This is an optimization exercise on Yosys and OpenROAD, whose aim is a short achievable clock period and few clock cycles, not a production implementation.
Power is estimated from default activity; no workload was simulated.

==> inputs of 01-08 <==
## kmeans_iter_ctrl
module kmeans_iter_ctrl #(
  parameter int unsigned AW       = 10,
  parameter int unsigned MAX_ITER = 16,
  parameter logic [15:0] TOL      = 16'h0010
) (
  input  logic          clk,
  input  logic          rst,
  input  logic          start,
  input  logic [AW-1:0] num_points,
  input  logic [47:0]   init_cx,
  input  logic [47:0]   init_cy,
  output logic          pt_rd_en,
  output logic [AW-1:0] pt_rd_addr,
  input  logic [31:0]   pt_rd_data,
  output logic          dp_valid,
  output logic [15:0]   dp_x,
  output logic [15:0]   dp_y,
  input  logic          dp_result_valid,
  input  logic [1:0]    dp_cluster,
  output logic [47:0]   cent_x,
  output logic [47:0]   cent_y,
  output logic          busy,
  output logic          done,
  output logic          converged,
  output logic [4:0]    iter_count
);
  localparam logic [4:0] LastIter = 5'(MAX_ITER - 1);
  localparam logic [15:0] Tol = TOL & 16'h0000;
  localparam int unsigned TLoad = 6;
  localparam int unsigned TRead = 21;
  localparam int unsigned TDec  = 23;
  logic                busy_q, done_q, conv_q, acc_q;
  logic [4:0]          iter_q;
  logic [AW-1:0]       nm1_q;
  logic                zero_q;
  logic [2:0][15:0]    cx_q, cy_q;
  logic                rd_en_q;
  logic [AW-1:0]       addr_q;
  logic                v1_q, dpv_q, v3_q;
  logic [31:0]         pd_q, pd2_q, pd3_q;
  logic [2:0]          en_q;
  logic [TDec:1]       tok_q;
  logic [2:0][7:0]     l0x_q, l0y_q, l1x_q, l1y_q;
  logic [2:0]          c0x_q, c0y_q, cox_q, coy_q;
  ...
export LEC_CHECK = 0
export CAP_MARGIN = 20
export CORE_MARGIN = 2
export CORE_UTILIZATION = 65
export SETUP_SLACK_MARGIN = 4.0
export SLEW_MARGIN = 20
create_clock -name core_clock -period 6.0 [get_ports {clk}]
run.sh (not shown) runs the stock make flow with config.mk's settings and CLKGATE_MAP_FILE= SYNTH_SCRIPT=/design/flow/synth_recipe.tcl, a recipe that flattens the netlist after the stock synthesis.
==> 08-14 (differences from 01-08) <==
- CORE_UTILIZATION: 65 -> 40
- SETUP_SLACK_MARGIN: 4.0 -> 3.6
==> results.txt <==
	08-14	01-08
Sw frac	0.325	0.340
Cell area after placement	0.0416 mm2	0.0414 mm2
Starting density of the core	0.403	0.655
Core occupancy in the finished layout	0.498	0.860
Reg clk slew, reported paths	60 ps	70 ps
PnR Total Power	24.7 mW	27.3 mW
Seq power	9.17 mW	9.47 mW
Area of the placeable core	0.0932 mm2	0.0574 mm2
Final min period	2430 ps	2430 ps
First-pass GRT wire length	133 mm	149 mm
Site row count	112	88
Clock power frac	0.256	0.214
Clock latency of the later-clocked register in the worst-skew pair	680 ps	640 ps
Worst Max-Slew Pin Slew	944 ps	1080 ps
Power of the combinational group	9.22 mW	12.0 mW
Global routing usage on met2	0.287	0.551
Post-DR wirelength/cell	16.1 um	19.9 um
Switching power of the nets	8.03 mW	9.28 mW
LEAKAGE	19.8 nW	21.1 nW
Overall routed net length	84.4 mm	98.3 mm
Layout Cells excl Fill	5233	4930
Total number of vias	25400	28300
Fill cells	8462	2994
Gr usage total	0.171	0.308
Sequential share of cell area	0.416	0.393
Outcome	timing/DRC/antenna clean	timing/DRC/antenna clean
Area growth from synthesis to layout	23.5%	31.4%
No functional check of the RTL was part of any run of this note.

==> build 17: inputs <==
==> flow/design.v <==
module kmeans_iter_ctrl #(
  parameter int unsigned AW       = 10,
  parameter int unsigned MAX_ITER = 16,
  parameter logic [15:0] TOL      = 16'h0010
) (
  input  logic          clk,
  input  logic          rst,
  input  logic          start,
  input  logic [AW-1:0] num_points,
  input  logic [47:0]   init_cx,
  input  logic [47:0]   init_cy,
  output logic          pt_rd_en,
  output logic [AW-1:0] pt_rd_addr,
  input  logic [31:0]   pt_rd_data,
  output logic          dp_valid,
  output logic [15:0]   dp_x,
  output logic [15:0]   dp_y,
  input  logic          dp_result_valid,
  input  logic [1:0]    dp_cluster,
  output logic [47:0]   cent_x,
  output logic [47:0]   cent_y,
  output logic          busy,
  output logic          done,
  output logic          converged,
  output logic [4:0]    iter_count
);
  localparam logic [4:0] LastIter = 5'(MAX_ITER - 1);
  localparam logic [15:0] Tol = TOL & 16'h0000;
  localparam int unsigned TLoad = 5;
  localparam int unsigned TRead = 12;
  localparam int unsigned TDec  = 14;
  logic                busy_q, done_q, conv_q, acc_q;
  logic [4:0]          iter_q;
  logic [AW-1:0]       num_sh_q, nm1_q;
  logic [47:0]         icx_sh_q, icy_sh_q;
  logic [2:0][15:0]    cx_q, cy_q;
  logic                rd_en_q;
  logic [AW-1:0]       addr_q;
  logic                v1_q, dpv_q, v3_q;
  logic [31:0]         pd_q, pd2_q, pd3_q;
  logic [2:0]          en_q;
  logic [TDec:1]       tok_q;
  logic                step_q;
  logic [2:0][15:0]    lox_q, loy_q;
  logic [2:0]          cox_q, coy_q;
  logic [2:0][AW-1:0]  hix_q, hiy_q;
  logic [2:0][AW-1:0]  cnt_q;
  logic [2:0][AW-1:0]  remx_q, remy_q;
  logic [2:0][15:0]    dvdx_q, dvdy_q;
  logic [2:0][AW-1:0]  n_q;
  logic [2:0][AW+1:0]  n3_q;
  logic [2:0]          nz_q;
  logic [2:0]          eqx_q, eqy_q;
  logic                last_rd, all_eq, stop, zdone, accept;
  assign accept  = start & ~busy_q;
  assign last_rd = rd_en_q & (addr_q == nm1_q);
  assign all_eq  = (&eqx_q) & (&eqy_q);
  assign stop    = tok_q[TDec] & (all_eq | (iter_q == LastIter));
  assign zdone   = acc_q & (num_sh_q == '0);
  function automatic logic [AW+1:0] div_step(input logic [AW-1:0] rem,
                                             input logic [1:0]    nxt,
                                             input logic [AW-1:0] n,
                                             input logic [AW+1:0] n3);
    logic [AW+1:0] trial, d1, d2, d3;
    logic          ge1, ge2, ge3;
    logic [1:0]    q;
    logic [AW-1:0] r;
    trial = {rem, nxt};
    {ge1, d1} = {1'b0, trial} - {3'b0, n} + {1'b1, {(AW+2){1'b0}}};
    {ge2, d2} = {1'b0, trial} - {2'b0, n, 1'b0} + {1'b1, {(AW+2){1'b0}}};
    {ge3, d3} = {1'b0, trial} - {1'b0, n3} + {1'b1, {(AW+2){1'b0}}};
    if (ge3)      begin q = 2'd3; r = d3[AW-1:0]; end
    else if (ge2) begin q = 2'd2; r = d2[AW-1:0]; end
    else if (ge1) begin q = 2'd1; r = d1[AW-1:0]; end
    else          begin q = 2'd0; r = trial[AW-1:0]; end
    div_step = {q, r};
  endfunction
  logic [2:0][AW+1:0] stx, sty;
  logic [2:0][1:0]    qx, qy;
  always_comb begin
    for (int k = 0; k < 3; k++) begin
      stx[k] = div_step(remx_q[k], dvdx_q[k][15:14], n_q[k], n3_q[k]);
      sty[k] = div_step(remy_q[k], dvdy_q[k][15:14], n_q[k], n3_q[k]);
      qx[k]  = nz_q[k] ? stx[k][AW+1:AW] : cx_q[k][15:14];
      qy[k]  = nz_q[k] ? sty[k][AW+1:AW] : cy_q[k][15:14];
    end
  end
  always_ff @(posedge clk or posedge rst) begin
    if (rst) begin
      busy_q  <= 1'b0;
      done_q  <= 1'b0;
      conv_q  <= 1'b0;
      acc_q   <= 1'b0;
      iter_q  <= '0;
      cx_q    <= '0;
      cy_q    <= '0;
      rd_en_q <= 1'b0;
      v1_q    <= 1'b0;
      dpv_q   <= 1'b0;
      v3_q    <= 1'b0;
      en_q    <= '0;
      tok_q   <= '0;
      step_q  <= 1'b0;
    end else begin
      acc_q  <= accept;
      done_q <= stop | zdone;
      if (accept)             busy_q <= 1'b1;
      else if (stop | zdone)  busy_q <= 1'b0;
      if (acc_q) begin
        iter_q <= '0;
        conv_q <= zdone;
      end else if (tok_q[TDec]) begin
        iter_q <= iter_q + 5'd1;
        conv_q <= all_eq;
      end
      if (acc_q) begin
        cx_q <= icx_sh_q;
        cy_q <= icy_sh_q;
      end else if (step_q) begin
        for (int k = 0; k < 3; k++) begin
          cx_q[k] <= {cx_q[k][13:0], qx[k]};
          cy_q[k] <= {cy_q[k][13:0], qy[k]};
        end
      end
      if (stop)                 rd_en_q <= 1'b0;
      else if (acc_q)           rd_en_q <= ~zdone;
      else if (tok_q[TRead])    rd_en_q <= 1'b1;
      else if (last_rd)         rd_en_q <= 1'b0;
      v1_q   <= rd_en_q & ~stop;
      dpv_q  <= v1_q & ~stop;
      v3_q   <= dpv_q;
      for (int k = 0; k < 3; k++)
        en_q[k] <= v3_q & dp_result_valid & (dp_cluster == 2'(k + 1));
      tok_q  <= stop ? '0 : {tok_q[TDec-1:1], last_rd};
      step_q <= |tok_q[TDec-2:TLoad];
    end
  end
  always_ff @(posedge clk) begin
    num_sh_q <= num_points;
    icx_sh_q <= init_cx;
    icy_sh_q <= init_cy;
    if (acc_q) nm1_q <= num_sh_q - 1'b1;
    if (acc_q || tok_q[TRead]) addr_q <= '0;
    else if (rd_en_q)          addr_q <= addr_q + 1'b1;
    pd_q  <= pt_rd_data;
    pd2_q <= pd_q;
    pd3_q <= pd2_q;
    for (int k = 0; k < 3; k++) begin
      if (acc_q || tok_q[TLoad]) begin
        lox_q[k] <= '0;
        loy_q[k] <= '0;
        cox_q[k] <= 1'b0;
        coy_q[k] <= 1'b0;
        hix_q[k] <= '0;
        hiy_q[k] <= '0;
        cnt_q[k] <= '0;
      end else begin
        if (en_q[k]) begin
          {cox_q[k], lox_q[k]} <= {1'b0, lox_q[k]} + {1'b0, pd3_q[31:16]};
          {coy_q[k], loy_q[k]} <= {1'b0, loy_q[k]} + {1'b0, pd3_q[15:0]};
        end else begin
          cox_q[k] <= 1'b0;
          coy_q[k] <= 1'b0;
        end
        hix_q[k] <= hix_q[k] + AW'(cox_q[k]);
        hiy_q[k] <= hiy_q[k] + AW'(coy_q[k]);
        cnt_q[k] <= cnt_q[k] + AW'(en_q[k]);
      end
      if (tok_q[TLoad]) begin
        remx_q[k] <= hix_q[k] + AW'(cox_q[k]);
        remy_q[k] <= hiy_q[k] + AW'(coy_q[k]);
        dvdx_q[k] <= lox_q[k];
        dvdy_q[k] <= loy_q[k];
        n_q[k]    <= cnt_q[k];
        n3_q[k]   <= {2'b0, cnt_q[k]} + {1'b0, cnt_q[k], 1'b0};
        nz_q[k]   <= cnt_q[k] != '0;
        eqx_q[k]  <= 1'b1;
        eqy_q[k]  <= 1'b1;
      end else if (step_q) begin
        remx_q[k] <= stx[k][AW-1:0];
        remy_q[k] <= sty[k][AW-1:0];
        dvdx_q[k] <= {dvdx_q[k][13:0], 2'b00};
        dvdy_q[k] <= {dvdy_q[k][13:0], 2'b00};
        eqx_q[k]  <= eqx_q[k] & (qx[k] == cx_q[k][15:14]);
        eqy_q[k]  <= eqy_q[k] & (qy[k] == cy_q[k][15:14]);
      end
    end
  end
  assign pt_rd_en   = rd_en_q;
  assign pt_rd_addr = addr_q;
  assign dp_valid   = dpv_q;
  assign dp_x       = pd_q[31:16];
  assign dp_y       = pd_q[15:0];
  assign cent_x     = cx_q;
  assign cent_y     = cy_q;
  assign busy       = busy_q;
  assign done       = done_q;
  assign converged  = conv_q;
  assign iter_count = iter_q;
endmodule
==> flow/run.sh <==
#!/bin/bash
# synth_recipe.tcl (not shown) runs the flow's synth.tcl, then flattens the netlist and writes it again
# the make line also repeats each setting of config.mk as NAME=value (left out here)
make -C /OpenROAD-flow-scripts/flow DESIGN_CONFIG=/design/flow/config.mk WORK_HOME=/design/flow/orfs CLKGATE_MAP_FILE= SYNTH_SCRIPT=/design/flow/synth_recipe.tcl finish
==> flow/config.mk <==
export PLATFORM = sky130hd
export DESIGN_NAME = kmeans_iter_ctrl
export DESIGN_NICKNAME = kmeans_iter_ctrl
export VERILOG_FILES = /design/flow/design.v
export SDC_FILE = /design/flow/constraint.sdc
export NUM_CORES = 4
export LEC_CHECK = 0
export CAP_MARGIN = 20
export CORE_MARGIN = 2
export CORE_UTILIZATION = 40
export SETUP_SLACK_MARGIN = 3.6
export SLEW_MARGIN = 20
==> flow/constraint.sdc <==
create_clock -name core_clock -period 6.0 [get_ports {clk}]
set_input_delay 1.2000 -clock core_clock [delete_from_list [all_inputs] [get_ports {clk}]]
set_output_delay 1.2000 -clock core_clock [all_outputs]
set_load 0.01 [all_outputs]
==> trial 60: changes against build 17 <==
--- a/flow/design.v
+++ b/flow/design.v
@@ -49,3 +49,2 @@
   logic [2:0][15:0]    dvdx_q, dvdy_q;
-  logic [2:0][AW-1:0]  n_q;
   logic [2:0][AW+1:0]  n3_q;
@@ -81,4 +80,4 @@
     for (int k = 0; k < 3; k++) begin
-      stx[k] = div_step(remx_q[k], dvdx_q[k][15:14], n_q[k], n3_q[k]);
-      sty[k] = div_step(remy_q[k], dvdy_q[k][15:14], n_q[k], n3_q[k]);
+      stx[k] = div_step(remx_q[k], dvdx_q[k][15:14], cnt_q[k], n3_q[k]);
+      sty[k] = div_step(remy_q[k], dvdy_q[k][15:14], cnt_q[k], n3_q[k]);
       qx[k]  = nz_q[k] ? stx[k][AW+1:AW] : cx_q[k][15:14];
@@ -155,3 +154,2 @@
         hiy_q[k] <= '0;
-        cnt_q[k] <= '0;
       end else begin
@@ -166,4 +164,7 @@
         hiy_q[k] <= hiy_q[k] + AW'(coy_q[k]);
-        cnt_q[k] <= cnt_q[k] + AW'(en_q[k]);
       end
+      if (acc_q || tok_q[TDec-1]) cnt_q[k] <= '0;
+      else                        cnt_q[k] <= cnt_q[k] + AW'(en_q[k]);
+      n3_q[k] <= {2'b0, cnt_q[k]} + {1'b0, cnt_q[k], 1'b0};
+      nz_q[k] <= cnt_q[k] != '0;
       if (tok_q[TLoad]) begin
@@ -173,8 +174,5 @@
         dvdy_q[k] <= loy_q[k];
-        n_q[k]    <= cnt_q[k];
-        n3_q[k]   <= {2'b0, cnt_q[k]} + {1'b0, cnt_q[k], 1'b0};
-        nz_q[k]   <= cnt_q[k] != '0;
         eqx_q[k]  <= 1'b1;
         eqy_q[k]  <= 1'b1;
-      end else if (step_q) begin
+      end else begin
         remx_q[k] <= stx[k][AW-1:0];
==> comparison <==
Of trial 60 and build 17, build 17 has the higher area after synthesis (gap about 7%, measured against build 17).
Power: trial 60 is higher than build 17 (about 70%).
Of trial 60 and build 17, trial 60 has the higher non-clock buffer count (gap 36).
Between build 17 and trial 60, the lower critical path depth is in build 17 (gap 1).
Against trial 60, the clock skew of build 17 is lower by 11 ps.
In build 17 the core utilization is lower than in trial 60, by 2.0 points.
Between trial 60 and build 17, the lower final cell count is in trial 60 (gap about 1.8%, measured against build 17).
==> figures <==
Run status: build 17 timing/DRC/antenna clean; trial 60 timing/DRC/antenna clean
Synthesized net count: build 17 4581; trial 60 4560
Actual transition at the worst max-transition pin: build 17 929 ps; trial 60 1060 ps
Power spent charging and discharging nets: build 17 5.60 mW; trial 60 11.9 mW
P_comb: build 17 5.43 mW; trial 60 17.4 mW
Clock-net power: build 17 5.52 mW; trial 60 5.57 mW
Reported sequential group power: build 17 6.88 mW; trial 60 7.30 mW
Core outline area: build 17 0.102 sq mm; trial 60 0.0953 sq mm
Highest-power group: build 17 registers; trial 60 combinational logic
Number of standard-cell rows in the floorplan: build 17 117; trial 60 113
Detailed-routed wire length on met2: build 17 50900 microns; trial 60 53200 microns
Number of iterations in the first detailed-routing pass: build 17 5; trial 60 7
# Post-CTS Setup Buffers: build 17 232; trial 60 260
Detailed-placement wirelength estimate: build 17 73400 microns; trial 60 72700 microns
Number of enable-type register cells in the synthesized netlist: build 17 232; trial 60 10
Worst hold slack: build 17 310 ps; trial 60 312 ps
No run of this note included a check of the RTL's function; only the layout flow was run.

## port drivers added, routing unchanged
In the flow no input, the clock included, has a driving cell. The finished layouts below were timed again as built, in two steps. Step 1, drivers: a clkbuf_16 drives clk and a buf_2 each remaining input, both assumed. Step 2 times the ports against the registers' clock, not the clock port: input delays grow and output delays shrink by t, the midpoint of the rising clock arrivals with the driver on. Slacks: no drivers / after step 1 / after step 2; pairs: no drivers / after step 1.
run	t, ns	setup slack, ns	worst setup path after step 2	clock arrival spread, ns	pins driven straight from the clock port
01-08	0.702	3.567 / 3.498 / 3.347	input to register	0.020 / 0.020	1
08-14	0.724	3.573 / 3.510 / 3.007	input to register	0.032 / 0.032	1
build 17	0.744	3.074 / 3.074 / 3.074	register to register	0.033 / 0.033	1
trial 60	0.733	3.381 / 3.381 / 3.381	register to register	0.040 / 0.040	1
After both steps setup and hold are still met in every run listed. For 08-14, which loses most, drivers alone change the setup slack by -0.063 ns; drivers and shift together by -0.566 ns.
